Background: an optimization exercise with open tools, aiming at small area, a short achievable clock period and few clock cycles per item. Do not read the settings as production practice. In this exercise RTL edits were held to simulation tests only and were not proved equivalent to the original. No activity file was given, so power comes from the tool's default toggle rates.

==> flow/design.v (excerpt) <==
module hdc_multimodal_fuser #(
    parameter int NUM_MODALITIES  = 3,
    parameter int NUM_FOLDS       = 8,
    parameter int NUM_FOLDS_WIDTH = $clog2(NUM_FOLDS),
    parameter int FOLD_WIDTH      = 2000 / NUM_FOLDS
) (
    input  logic                       clk,
    input  logic                       rst,
    input  logic                       clear,
    input  logic                       hvin_valid,
    output logic                       hvin_ready,
    input  logic [FOLD_WIDTH-1:0]      hvin,
    output logic                       hvout_valid,
    input  logic                       hvout_ready,
    output logic [FOLD_WIDTH-1:0]      hvout,
    output logic [NUM_FOLDS_WIDTH-1:0] hvout_fold,
    output logic                       hvout_last
);
For scale: about 1100 cells after synthesis, about 510 flip-flops, roughly 21000 um2 of cells after synthesis.
export LEC_CHECK = 0
export CAP_MARGIN = 20
export CORE_MARGIN = 2
export CORE_UTILIZATION = 40
export SLEW_MARGIN = 20
create_clock -name core_clock -period 3.0 [get_ports {clk}]
run.sh (not shown) runs the stock make flow with config.mk's settings and CLKGATE_MAP_FILE= SYNTH_SCRIPT=/design/flow/synth_recipe.tcl, a recipe that flattens the netlist after the stock synthesis.
Testbench counts at the start, summed over its fixed seeds: cycles 2,880, folds 960.
Next try:
==> flow/flow/run.sh (new file) <==
#!/bin/bash
set -euo pipefail
bash standard.sh "BUFFER_PORTS_ARGS=-buffer_cell sky130_fd_sc_hd__buf_2" finish > standard_flow.log 2>&1
==> flow/standard.sh (new file) <==
#!/bin/bash
# synth_recipe.tcl (not shown) runs the flow's synth.tcl, then flattens the netlist and writes it again
# the make line also repeats each setting of config.mk as NAME=value (left out here)
make -C /OpenROAD-flow-scripts/flow DESIGN_CONFIG=/design/flow/config.mk WORK_HOME=/design/flow/orfs CLKGATE_MAP_FILE= SYNTH_SCRIPT=/design/flow/synth_recipe.tcl "${@:-finish}"
removed: flow/run.sh
The changed run went through all stages and came out clean.
Synthesized area stays the same.
Setup slack improved by 400 ps.
First-iteration DRC count drops by about 18%.
Design area drops by about 9%.
Wire length drops by about 5%.
Fmax climbs by 18%.
Total power drops by 3.1%.
Core utilization drops by 5.0 points.
Worst hold slack got worse by 48 ps.
Global-route usage drops by 1.1 points.

* * *

== wip/sierra ==
The RTL this note starts from:
==> flow/design.v <==
module hdc_multimodal_fuser #(
    parameter int NUM_MODALITIES  = 3,
    parameter int NUM_FOLDS       = 8,
    parameter int NUM_FOLDS_WIDTH = $clog2(NUM_FOLDS),
    parameter int FOLD_WIDTH      = 2000 / NUM_FOLDS
) (
    input  logic                       clk,
    input  logic                       rst,
    input  logic                       clear,
    input  logic                       hvin_valid,
    output logic                       hvin_ready,
    input  logic [FOLD_WIDTH-1:0]      hvin,
    output logic                       hvout_valid,
    input  logic                       hvout_ready,
    output logic [FOLD_WIDTH-1:0]      hvout,
    output logic [NUM_FOLDS_WIDTH-1:0] hvout_fold,
    output logic                       hvout_last
);
    localparam logic [NUM_FOLDS_WIDTH-1:0] LAST_FOLD = NUM_FOLDS_WIDTH'(NUM_FOLDS - 1);
    logic                       st0_q, st1_q, st2_q, pend_q;
    logic                       ready_q, last_q;
    logic [NUM_FOLDS_WIDTH-1:0] fold_q;
    logic [FOLD_WIDTH-1:0]      vote_two, vote_one;
    logic                       take_s, first_s, cap_s, acc_s, dlv_s;
    assign take_s  = hvin_valid & ~pend_q;
    assign first_s = take_s & st0_q;
    assign cap_s   = take_s & st2_q & ~hvout_ready;
    assign hvin_ready  = ready_q;
    assign hvout_valid = pend_q | (st2_q & hvin_valid);
    assign hvout       = vote_two | (vote_one & hvin);
    assign hvout_fold  = fold_q;
    assign hvout_last  = last_q;
    assign acc_s = take_s & ~clear;
    assign dlv_s = st2_q & (pend_q | hvin_valid) & hvout_ready & ~clear;
    always_ff @(posedge clk or negedge rst) begin
        if (!rst) begin
            st0_q  <= 1'b1;
            st1_q  <= 1'b0;
            st2_q  <= 1'b0;
            pend_q <= 1'b0;
            ready_q <= 1'b1;
            fold_q <= '0;
            last_q <= 1'b0;
        end else if (clear) begin
            st0_q  <= 1'b1;
            st1_q  <= 1'b0;
            st2_q  <= 1'b0;
            pend_q <= 1'b0;
            ready_q <= 1'b1;
            fold_q <= '0;
            last_q <= 1'b0;
        end else begin
            if (dlv_s) begin
                st0_q  <= 1'b1;
                st2_q  <= 1'b0;
                pend_q <= 1'b0;
                ready_q <= 1'b1;
                fold_q <= fold_q + NUM_FOLDS_WIDTH'(1);
                last_q <= (fold_q == LAST_FOLD - NUM_FOLDS_WIDTH'(1));
            end else if (acc_s & st2_q) begin
                pend_q <= 1'b1;
                ready_q <= 1'b0;
            end else if (acc_s) begin
                st0_q <= 1'b0;
                st1_q <= st0_q;
                st2_q <= st1_q;
            end
        end
    end
    always_ff @(posedge clk) begin
        vote_two <= (vote_two | (vote_one & hvin & {FOLD_WIDTH{take_s}}))
                  & {FOLD_WIDTH{~first_s}};
        vote_one <= (vote_one & {FOLD_WIDTH{~(first_s | cap_s)}})
                  | (hvin & {FOLD_WIDTH{take_s & ~cap_s}});
    end
endmodule
Settings: LEC_CHECK=0, CAP_MARGIN=20, CORE_MARGIN=2, CORE_UTILIZATION=40, CTS_CLUSTER_DIAMETER=100, CTS_CLUSTER_SIZE=30, SETUP_SLACK_MARGIN=1.2, SLEW_MARGIN=20; clock period 3.0 ns.
standard.sh (not shown) runs the stock make flow with config.mk's settings and CLKGATE_MAP_FILE= SYNTH_SCRIPT=/design/flow/synth_recipe.tcl, a recipe that flattens the netlist after the stock synthesis.
==> flow/flow/run.sh <==
#!/bin/bash
set -euo pipefail
bash standard.sh "BUFFER_PORTS_ARGS=-buffer_cell sky130_fd_sc_hd__buf_1" finish > standard_flow.log 2>&1
Testbench counts of wip/sierra, summed over its fixed seeds: cycles 2,880, folds 960.
## Diff of input files: wip/pepper against wip/sierra
# wip/sierra
export LEC_CHECK = 0
export CAP_MARGIN = 20
export CORE_MARGIN = 2
export CORE_UTILIZATION = 40
export CTS_CLUSTER_DIAMETER = 100
export CTS_CLUSTER_SIZE = 30
export SETUP_SLACK_MARGIN = 1.2
export SLEW_MARGIN = 20
create_clock -name core_clock -period 3.0 [get_ports {clk}]
# wip/pepper
export LEC_CHECK = 0
export CAP_MARGIN = 20
export CORE_MARGIN = 2
export CORE_UTILIZATION = 60
export CTS_CLUSTER_DIAMETER = 100
export CTS_CLUSTER_SIZE = 30
export SETUP_SLACK_MARGIN = 1.1
export SLEW_MARGIN = 20
create_clock -name core_clock -period 3.0 [get_ports {clk}]
==> comparison <==
- Going from wip/sierra to wip/pepper, number of vias in the routed layout decreased about 5%, first-iteration DRC count increased 264, footprint of the flip-flops and latches decreased about 4%.
- Summary of wip/pepper over wip/sierra: cell area went down by 15%; data required time at the worst endpoint level.
- Comparing wip/sierra and wip/pepper, the lower final critical delay including setup and external delays was measured on wip/sierra.
- wip/sierra has lower global-route usage than wip/pepper.
- Looking at worst setup slack after layout across both flows, wip/pepper is the weaker of the two, with wip/sierra ahead.
- wip/pepper against wip/sierra: synthesis-to-layout area growth down 20 points; pre-CTS setup slack down 0.016 ns; worst hold margin up 0.016 ns.
Input changes introduced in wip/umber (baseline for comparison: wip/pepper):
# wip/pepper
export LEC_CHECK = 0
export CAP_MARGIN = 20
export CORE_MARGIN = 2
export CORE_UTILIZATION = 60
export CTS_CLUSTER_DIAMETER = 100
export CTS_CLUSTER_SIZE = 30
export SETUP_SLACK_MARGIN = 1.1
export SLEW_MARGIN = 20
create_clock -name core_clock -period 3.0 [get_ports {clk}]
# wip/umber
export LEC_CHECK = 0
export CAP_MARGIN = 20
export CORE_MARGIN = 2
export CORE_UTILIZATION = 40
export CTS_CLUSTER_DIAMETER = 100
export CTS_CLUSTER_SIZE = 30
export SETUP_SLACK_MARGIN = 1.1
export SLEW_MARGIN = 20
create_clock -name core_clock -period 3.0 [get_ports {clk}]
wip/umber went all the way through synthesis, placement and routing and the layout is clean on timing, DRC and antenna.
Re number of hold violations in the final report: no difference whatsoever between wip/umber and wip/pepper.
Re non-clock buffer count: wip/umber is 5 down on wip/pepper.
wip/umber vs wip/pepper — number of DRC markers in iteration 0 dropped 15%.
Of wip/pepper and wip/umber, the run reporting the higher depth of the worst register-to-register path was wip/umber.
The run showing the greater number of gates resized after cts is wip/umber.

afterwards: timing with drivers on the ports:
The results above use ideal ports. As a check the final layouts listed here were re-extracted and re-timed, cells and wires unchanged.
Step 1 sets driving cells, clkbuf_16 on the clock port and buf_2 on the other inputs (assumed; they add their load-dependent delay and slew).
Step 2 moves the port delays by t, midway between the first and last clock arrival at a register: inputs arrive t later, outputs are due t later. That takes back most of the time a late clock gives input paths.
Three values: no drivers, after step 1, after step 2; two values: the first two.
run	t, ns	setup slack, ns	worst setup path at the end	worst slew at a driven data input, ns
the first run of note 1	0.633	0.316 / 0.263 / 0.300	input to register	0.10
the second run of note 1	0.632	0.717 / 0.717 / 0.674	input to register	0.09
wip/sierra	0.613	1.091 / 1.036 / 0.963	input to register	0.09
wip/pepper	0.597	1.087 / 1.034 / 0.873	input to register	0.13
wip/umber	0.607	1.100 / 1.046 / 0.883	input to register	0.10
After both steps setup and hold are still met in every run listed. The setup slack of wip/umber, which loses most, moves by -0.054 ns with the drivers and by -0.217 ns with both steps.
